From an optimization exercise on the open Yosys and OpenROAD flow, aimed at small area; shortcuts taken in it are not production practice.
In this exercise RTL edits were held to simulation tests only and were not proved equivalent to the original.
Power figures rest on the tool's default switching activity, not on a simulated workload.

== before ==
==> flow/design.v <==
module wb_regfile #(
    parameter int NB_PC      = 32,
    parameter int DATA_WIDTH = 32,
    parameter int NB_ADDR    = 5
) (
    input  logic                  clk,
    input  logic                  i_rst,
    input  logic                  i_regWrite,
    input  logic                  i_memToReg,
    input  logic                  i_jump,
    input  logic [NB_PC-1:0]      i_pc_next,
    input  logic [DATA_WIDTH-1:0] i_data,
    input  logic [DATA_WIDTH-1:0] i_alu,
    input  logic [NB_ADDR-1:0]    i_rd_addr,
    input  logic [NB_ADDR-1:0]    i_rs1_addr,
    input  logic [NB_ADDR-1:0]    i_rs2_addr,
    output logic [DATA_WIDTH-1:0] o_rs1_data,
    output logic [DATA_WIDTH-1:0] o_rs2_data,
    output logic [DATA_WIDTH-1:0] o_wb_data,
    input  logic                  i_dump_start,
    input  logic                  i_dump_ready,
    output logic                  o_dump_valid,
    output logic [NB_ADDR-1:0]    o_dump_addr,
    output logic [DATA_WIDTH-1:0] o_dump_data,
    output logic                  o_dump_done,
    output logic                  o_dump_busy
);
    localparam int W = DATA_WIDTH;
    logic [W-1:0] wb_n, wbr;
    logic sel_pc, sel_ld, sel_alu;
    assign sel_pc  = i_jump;
    assign sel_ld  = ~i_jump & i_memToReg;
    assign sel_alu = ~i_jump & ~i_memToReg;
    for (genvar b = 0; b < W; b++) begin : g_wb
        wbrf_ao222n u_mx (.a(i_pc_next[b]), .sa(sel_pc), .b(i_data[b]), .sb(sel_ld),
                          .c(i_alu[b]), .sc(sel_alu), .y(wb_n[b]));
        wbrf_inv    u_o  (.a(wb_n[b]), .y(o_wb_data[b]));
        wbrf_nor2   u_r  (.a(wb_n[b]), .b(i_rst), .y(wbr[b]));
    end
    logic        wr_en;
    logic [31:0] we, we_n;
    assign wr_en = i_regWrite & (i_rd_addr != '0);
    always_comb begin
        for (int i = 0; i < 32; i++) begin
            we[i]   = (wr_en & (i_rd_addr == 5'(i))) | i_rst;
            we_n[i] = ~we[i];
        end
    end
    logic [31:0][W-1:0] rq;    
    logic [31:0][W-1:0] rd;    
    assign rq[0] = '0;
    assign rd[0] = '0;
    for (genvar i = 1; i < 32; i++) begin : g_reg
        logic [W-1:0] q;
        for (genvar b = 0; b < W; b++) begin : g_bit
            wbrf_ao22 u_d (.a(wbr[b]), .sa(we[i]), .b(q[b]), .sb(we_n[i]), .y(rd[i][b]));
        end
        always_ff @(posedge clk) q <= rd[i];
        assign rq[i] = q;
    end
    logic [31:0] s1, s2;
    always_comb begin
        for (int i = 0; i < 32; i++) begin
            s1[i] = (i_rs1_addr == 5'(i));
            s2[i] = (i_rs2_addr == 5'(i));
        end
    end
    wbrf_rdport u_rs1 (.sel(s1), .rq(rq), .y(o_rs1_data));
    wbrf_rdport u_rs2 (.sel(s2), .rq(rq), .y(o_rs2_data));
    logic         st_valid, st_done;
    logic [4:0]   idx_q;
    logic [W-1:0] data_q, data_d;
    logic         cap, clr, hold;
    assign cap  = ~i_rst & st_valid & i_dump_ready & (idx_q != 5'd31);
    assign clr  = i_rst | (~st_valid & ~st_done & i_dump_start);
    assign hold = ~cap & ~clr;
    logic [31:0] sd;
    always_comb begin
        sd[0] = hold;
        for (int i = 1; i < 32; i++) sd[i] = cap & (idx_q == 5'(i - 1));
    end
    logic [31:0][W-1:0] dsrc;
    assign dsrc[0] = data_q;
    for (genvar i = 1; i < 32; i++) begin : g_dsrc
        assign dsrc[i] = rd[i];
    end
    wbrf_rdport32 u_dump (.sel(sd), .rq(dsrc), .y(data_d));
    always_ff @(posedge clk) begin
        data_q <= data_d;
        if (i_rst) begin
            st_valid <= 1'b0;
            st_done  <= 1'b0;
            idx_q    <= '0;
        end else begin
            st_done <= st_valid & i_dump_ready & (idx_q == 5'd31);
            if (st_valid) begin
                if (i_dump_ready) begin
                    if (idx_q == 5'd31) st_valid <= 1'b0;
                    else idx_q <= idx_q + 5'd1;
                end
            end else if (~st_done & i_dump_start) begin
                st_valid <= 1'b1;
                idx_q    <= '0;
            end
        end
    end
    assign o_dump_valid = st_valid;
    assign o_dump_done  = st_done;
    assign o_dump_busy  = st_valid | st_done;
    assign o_dump_addr  = idx_q;
    assign o_dump_data  = data_q;
endmodule
module wbrf_rdport (
    input  logic [31:0] sel,
    input  logic [31:0][31:0] rq,
    output logic [31:0] y
);
    for (genvar b = 0; b < 32; b++) begin : g_b
        logic [10:0] t;
        for (genvar k = 0; k < 10; k++) begin : g_t
            wbrf_ao222n u (.a(rq[3*k+1][b]), .sa(sel[3*k+1]), .b(rq[3*k+2][b]), .sb(sel[3*k+2]),
                           .c(rq[3*k+3][b]), .sc(sel[3*k+3]), .y(t[k]));
        end
        wbrf_nand2 u_l (.a(rq[31][b]), .b(sel[31]), .y(t[10]));
        wbrf_or11n u_o (.t(t), .y(y[b]));
    end
endmodule
module wbrf_rdport32 (
    input  logic [31:0] sel,
    input  logic [31:0][31:0] rq,
    output logic [31:0] y
);
    for (genvar b = 0; b < 32; b++) begin : g_b
        logic [10:0] t;
        for (genvar k = 0; k < 10; k++) begin : g_t
            wbrf_ao222n u (.a(rq[3*k][b]), .sa(sel[3*k]), .b(rq[3*k+1][b]), .sb(sel[3*k+1]),
                           .c(rq[3*k+2][b]), .sc(sel[3*k+2]), .y(t[k]));
        end
        wbrf_ao22n u_l (.a(rq[30][b]), .sa(sel[30]), .b(rq[31][b]), .sb(sel[31]), .y(t[10]));
        wbrf_or11n u_o (.t(t), .y(y[b]));
    end
endmodule
module wbrf_or11n (input logic [10:0] t, output logic y);
    logic n0, n1, n2;
    wbrf_nand4 u0 (.a(t[0]), .b(t[1]), .c(t[2]), .d(t[3]), .y(n0));
    wbrf_nand4 u1 (.a(t[4]), .b(t[5]), .c(t[6]), .d(t[7]), .y(n1));
    wbrf_nand3 u2 (.a(t[8]), .b(t[9]), .c(t[10]), .y(n2));
    wbrf_or3   u3 (.a(n0), .b(n1), .c(n2), .y(y));
endmodule
module wbrf_ao222n (input logic a, sa, b, sb, c, sc, output logic y);
    assign y = ~((a & sa) | (b & sb) | (c & sc));
endmodule
module wbrf_ao22n (input logic a, sa, b, sb, output logic y);
    assign y = ~((a & sa) | (b & sb));
endmodule
module wbrf_ao22 (input logic a, sa, b, sb, output logic y);
    assign y = (a & sa) | (b & sb);
endmodule
module wbrf_nand2 (input logic a, b, output logic y);
    assign y = ~(a & b);
endmodule
module wbrf_nand3 (input logic a, b, c, output logic y);
    assign y = ~(a & b & c);
endmodule
module wbrf_nand4 (input logic a, b, c, d, output logic y);
    assign y = ~(a & b & c & d);
endmodule
module wbrf_or3 (input logic a, b, c, output logic y);
    assign y = a | b | c;
endmodule
module wbrf_nor2 (input logic a, b, output logic y);
    assign y = ~(a | b);
endmodule
module wbrf_inv (input logic a, output logic y);
    assign y = ~a;
endmodule
clock: 6.0 ns
lec_check: 0
cap_margin: 10
core_margin: 2
core_utilization: 40
place_density: 0.48
slew_margin: 10
synth_hierarchical: 1
standard.sh (not shown) runs the stock make flow with config.mk's settings and CLKGATE_MAP_FILE= SYNTH_SCRIPT=/design/flow/synth_recipe.tcl, a recipe that flattens the netlist after the stock synthesis.
==> flow/flow/run.sh <==
#!/bin/bash
# The standard layout with two changes of how it is made:
#  - plain buf_1 cells as the port buffers (every input and output port still gets
#    its own buffer) instead of the default delay-buffer cell;
#  - clock tree synthesis without dummy loads, with larger sink clusters.
set -euo pipefail
export BUFFER_PORTS_ARGS="-buffer_cell sky130_fd_sc_hd__buf_1"
export CTS_ARGS="-sink_clustering_enable -repair_clock_nets -dont_use_dummy_load -sink_clustering_size 18 -sink_clustering_max_diameter 50 -buf_list {sky130_fd_sc_hd__clkbuf_4 sky130_fd_sc_hd__clkbuf_8}"
bash standard.sh > standard.log 2>&1
#### Input delta (after over before)
==> flow/design.v, changed modules only <==
module wbrf_rdport32 (
    input  logic [31:0] sel,
    input  logic [31:0][31:0] rq,
    output logic [31:0] y
);
    for (genvar b = 0; b < 32; b++) begin : g_b
        logic [11:0] t;
        for (genvar k = 0; k < 10; k++) begin : g_t
            wbrf_ao222n u (.a(rq[3*k][b]), .sa(sel[3*k]), .b(rq[3*k+1][b]), .sb(sel[3*k+1]),
                           .c(rq[3*k+2][b]), .sc(sel[3*k+2]), .y(t[k]));
        end
        wbrf_nand2 u_l0 (.a(rq[30][b]), .b(sel[30]), .y(t[10]));
        wbrf_nand2 u_l1 (.a(rq[31][b]), .b(sel[31]), .y(t[11]));
        wbrf_or12n u_o (.t(t), .y(y[b]));
    end
endmodule
module wbrf_or12n (input logic [11:0] t, output logic y);
    logic n0, n1, n2;
    wbrf_nand4 u0 (.a(t[0]), .b(t[1]), .c(t[2]), .d(t[3]), .y(n0));
    wbrf_nand4 u1 (.a(t[4]), .b(t[5]), .c(t[6]), .d(t[7]), .y(n1));
    wbrf_nand4 u2 (.a(t[8]), .b(t[9]), .c(t[10]), .d(t[11]), .y(n2));
    wbrf_or3   u3 (.a(n0), .b(n1), .c(n2), .y(y));
endmodule
// module wbrf_ao22n removed
Findings:
- after: final instance area about 0.7% below before
- Non-clock buffer count was higher in before than in after.
- after vs before — layout filler cell count climbed slightly
- Cell count on after is up relative to before.
- Sequential power: after vs before — no meaningful difference

## afterwards: timing with drivers on the ports
Ports are ideal in the flow. The routed layouts listed here were re-timed in OpenROAD.
Step 1 (the two cells are an assumption about what drives the block):
set clk [get_ports {clk}]
set_driving_cell -lib_cell sky130_fd_sc_hd__clkbuf_16 $clk
set_driving_cell -lib_cell sky130_fd_sc_hd__buf_2 [delete_from_list [all_inputs] $clk]
Step 2 times the ports against the registers' clock, not the clock port: input delays grow and output delays shrink by t, the midpoint of the rising clock arrivals with the driver on.
a / b / c = no drivers / after step 1 / after step 2; a / b = the first two.
| run | t (ns) | slack for setup (ns) | hold WS [ns] |
|---|---|---|---|
| before | 0.929 | 0.509 / 0.487 / 0.487 | 0.533 / 0.533 / 0.533 |
| after | 0.923 | 0.312 / 0.280 / 0.280 | 0.531 / 0.531 / 0.531 |
After both steps setup and hold are still met in every run listed. For after, which loses most, drivers alone change the setup slack by -0.032 ns; drivers and shift together by -0.032 ns.
